What follows belongs to an exercise in optimizing a design on an open flow for small area, a short achievable clock period and few clock cycles per item; a production flow would make more cautious choices. RTL that was checked went through simulation tests only; none was proved equivalent to the original. Power is estimated from default activity; no workload was simulated.

Design ekf_slam_core, start of the top module:
module ekf_slam_core (
  input  logic          clk,
  input  logic          sys_rst,
  input  logic          i_stage_valid,
  input  logic [76:0]   i_stage_cmd,
  input  logic [31:0]   i_plb_dout,
  input  logic          i_nl_done,
  input  logic [191:0]  i_nl_result,
  output logic          o_stage_ready,
  output logic          o_plb_en,
  output logic          o_plb_we,
  output logic [31:0]   o_plb_addr,
  output logic [31:0]   o_plb_din,
  output logic          o_nl_init,
  output logic [2:0]    o_nl_stage,
  output logic [159:0]  o_nl_operand
);
For scale: ~280 flip-flops, roughly 19000 µm² of cells after synthesis.
==> flow/config.mk <==
export PLATFORM = sky130hd
export DESIGN_NAME = ekf_slam_core
export DESIGN_NICKNAME = ekf_slam_core
export VERILOG_FILES = /design/flow/design.v
export SDC_FILE = /design/flow/constraint.sdc
export NUM_CORES = 4
export LEC_CHECK = 0
export CAP_MARGIN = 20
export CORE_MARGIN = 2
export CORE_UTILIZATION = 40
export SETUP_SLACK_MARGIN = 1.2
export SLEW_MARGIN = 20
export SYNTH_HIERARCHICAL = 1
==> flow/constraint.sdc <==
create_clock -name core_clock -period 5.0 [get_ports {clk}]
set_input_delay 1.0000 -clock core_clock [delete_from_list [all_inputs] [get_ports {clk}]]
set_output_delay 1.0000 -clock core_clock [all_outputs]
set_load 0.01 [all_outputs]
standard.sh (not shown) runs the stock make flow with config.mk's settings and CLKGATE_MAP_FILE= SYNTH_SCRIPT=/design/flow/synth_recipe.tcl, a recipe that flattens the netlist after the stock synthesis.
==> flow/flow/run.sh <==
#!/bin/bash
# Standard layout, with plain buffers (buf_1) on the ports in place of the
# delay buffers buffer_ports picks by default.
set -euo pipefail
export BUFFER_PORTS_ARGS="-buffer_cell sky130_fd_sc_hd__buf_1"
bash standard.sh > standard.log 2>&1
The first run finished with timing, DRC and antenna clean.
Next try:
--- a/flow/design.v
+++ b/flow/design.v
@@ -130,29 +130,30 @@
   assign busy_nu  = nl_busy & ~c_prd;
   assign m_done   = nl_busy & i_nl_done;
   assign all_done = ~nl_busy & ~def_pend & (pw == 2'd0) & (ww == 2'd0);
   assign idle     = all_done & ~i_stage_valid;
   logic lx_fly, ly_fly, rd_pose, rd_lx, rd_ly, rd_any;
   assign lx_fly  = rq_lx;
   assign ly_fly  = rq_ly;
   assign rd_pose = ~pv & (pp != 2'd3);
   assign rd_lx   = ~rd_pose & (lw_q | (def_pend & c_upd)) & ~lxv & ~lx_fly;
   assign rd_ly   = ~rd_pose & ~rd_lx & (lw_q | (def_pend & c_upd)) & ~lyv & ~ly_fly;
   assign rd_any  = rd_pose | rd_lx | rd_ly;
-  logic rd_q, rd_2q, rd_pri, dl_w, wr_ww, wr_pw, rd;
-  assign rd_pri = rd_any & ~(rd_2q & ((ww != 2'd0) | (pw != 2'd0)));
+  logic rd_q, rd_q2, rd_pri, dl_w, wr_ww, wr_pw, rd;
+  assign rd_pri = rd_any & ~(rd_q & rd_q2 & ((ww != 2'd0) | (pw != 2'd0)));
   assign dl_w   = (busy_prd & (pw != 2'd0)) | (busy_nu & (ww != 2'd0));
   assign wr_ww  = dl_w ? busy_nu  : (~rd_pri & (ww != 2'd0));
   assign wr_pw  = dl_w ? busy_prd : (~rd_pri & (ww == 2'd0) & (pw != 2'd0));
   assign rd     = ~dl_w & rd_pri;
   logic w_ovl, l_haz, snoop;
+  assign w_ovl = w_upd ? (tag[9:1] == 9'd254) : (w_lk == tag);
   assign l_haz = (ww != 2'd0) & w_ovl;
   assign snoop = wr_ww & w_ovl;
   logic lk_match, l_ok;
   assign lk_match = (in_lk == tag);
   assign l_ok     = lk_match & lxv & lyv & ~l_haz;
   logic trk;
   assign trk = ~nl_busy & ~def_pend & ((ww == 2'd0) | ((ww == 2'd1) & wr_ww));
   logic pw_ok, go_prd, go_new, go_upd, go;
   assign pw_ok  = (pw[1] == 1'b0) | ((pw == 2'd2) & (ww == 2'd0) & ~rd_pri);
   assign go_prd = pw_ok & (~nl_busy | (i_nl_done & ~c_prd));
   assign go_new = ~nl_busy & (~ww[1] | ~rd_pri);
@@ -199,58 +200,52 @@
   logic [31:0] sum2;
   assign a0   = c_upd ? c_rk  : px;
   assign a1   = c_upd ? c_phi : py;
   assign b0   = ({32{c_prd}} & r2) | ({32{c_new}} & r3) | ({32{c_upd}} & ~r0);
   assign b1   = ({32{c_prd}} & r3) | ({32{c_new}} & r2) | ({32{c_upd}} & ~r1);
   ekf_add u_add0 (.a(a0), .b(b0), .ci(c_upd), .s(sum0));
   ekf_add u_add1 (.a(a1), .b(b1), .ci(c_upd), .s(sum1));
   ekf_add u_add2 (.a(pt), .b(r1), .ci(1'b0),  .s(sum2));
   logic tag_sw, kill_l;
   assign tag_sw = i_stage_valid & in_upd & ~lk_match & ~def_pend;
   assign kill_l = tag_sw | snoop;
-  logic       w_load, w_upd_n;
-  logic [9:0] w_lk_n, tag_n;
-  assign w_load  = m_done & ~c_prd;
-  assign w_upd_n = w_load ? c_upd : w_upd;
-  assign w_lk_n  = w_load ? c_lk  : w_lk;
-  assign tag_n   = tag_sw ? in_lk : tag;
   always_ff @(posedge clk) begin
     if (sys_rst) begin
       nl_busy <= 1'b0;
       def_pend <= 1'b0;
       pw      <= 2'd0;
       ww      <= 2'd0;
       pv      <= 1'b0;
       pp      <= 2'd0;
       lxv     <= 1'b0;
       lyv     <= 1'b0;
       rq_x    <= 1'b0;
       rq_y    <= 1'b0;
       rq_t    <= 1'b0;
       rq_lx   <= 1'b0;
       rq_ly   <= 1'b0;
       lw_q    <= 1'b0;
       rd_q    <= 1'b0;
-      rd_2q   <= 1'b0;
+      rd_q2   <= 1'b0;
     end else begin
       if (init)        nl_busy <= 1'b1;
       else if (m_done) nl_busy <= 1'b0;
       if (def_set)     def_pend <= 1'b1;
       else if (def_ok) def_pend <= 1'b0;
       if (m_done & c_prd) pw <= 2'd3;
       else if (wr_pw)     pw <= pw - 2'd1;
       if (m_done & ~c_prd) ww <= 2'd2;
       else if (wr_ww)      ww <= ww - 2'd1;
       lw_q <= i_stage_valid & in_upd;
       rd_q  <= rd & ~idle;
-      rd_2q <= rd & ~idle & rd_q;
+      rd_q2 <= rd_q;
       if (idle) begin
         pv   <= 1'b0;
         pp   <= 2'd0;
         lxv  <= 1'b0;
         lyv  <= 1'b0;
         rq_x <= 1'b0;
         rq_y <= 1'b0;
         rq_t <= 1'b0;
         rq_lx <= 1'b0;
         rq_ly <= 1'b0;
       end else begin
@@ -265,23 +260,22 @@
           lxv <= 1'b0;
           lyv <= 1'b0;
         end else begin
           if (lx_fly) lxv <= 1'b1;
           if (ly_fly) lyv <= 1'b1;
         end
       end
     end
   end
   always_ff @(posedge clk) begin
     if (tag_sw) tag <= in_lk;
-    w_ovl <= w_upd_n ? (tag_n[9:1] == 9'd254) : (w_lk_n == tag_n);
   end
   always_ff @(posedge clk) begin
     if (rq_x)                  px <= i_plb_dout;
     if (rq_y)                  py <= i_plb_dout;
     if (rq_t)                  pt <= i_plb_dout;
     if (lx_fly)                lx <= i_plb_dout;
     if (ly_fly)                ly <= i_plb_dout;
     if (m_done && c_prd) begin
       px <= sum0;
       py <= sum1;
       pt <= sum2;
Effect: Via count decreases by 1.7%; final area goes down by 1.7%; combinational power is lower by about 6%; global-route usage is lower by 0.39 points; non-clock buffer count drops by 8; maximum frequency decreases by 2.7%; sequential cell count drops by 1; worst setup slack gets worse by 0.10 ns; final cell count falls by 0.64%; total power falls by 2.2%; register-to-register slack is about the same; core utilization hardly moves; wire length shrinks by 2.6%; synthesized area fell by 1.5%.
Testbench counts after the change, summed over its fixed seeds: cycles 11,126, commands 1,920.
Function not checked in the first run of this note: the RTL went through the layout flow alone.

-- re-timing with driven ports --
In the flow no input, the clock included, has a driving cell. The finished layouts below were timed again as built, in two steps.
Step 1: set_driving_cell puts a clkbuf_16 on clk and a buf_2 on each other input, an assumption about the parent block.
Step 2 also shifts input and output timing later by t, the mid clock arrival at the registers, as if the neighbouring blocks saw the same clock.
Three values: no drivers, after step 1, after step 2; two values: the first two.
run	shift t [ns]	setup WS [ns]	worst setup path at the end	latest minus earliest clock arrival (ns)	worst register clock-pin slew, ns
the first run	0.602	1.288 / 1.235 / 0.811	input to register	0.022 / 0.022	0.06 / 0.06
the second run	0.599	1.185 / 1.128 / 0.836	input to register	0.020 / 0.019	0.06 / 0.06
After both steps every run listed still meets setup and hold. For the first run, which loses most, drivers alone change the setup slack by -0.053 ns; drivers and shift together by -0.477 ns.
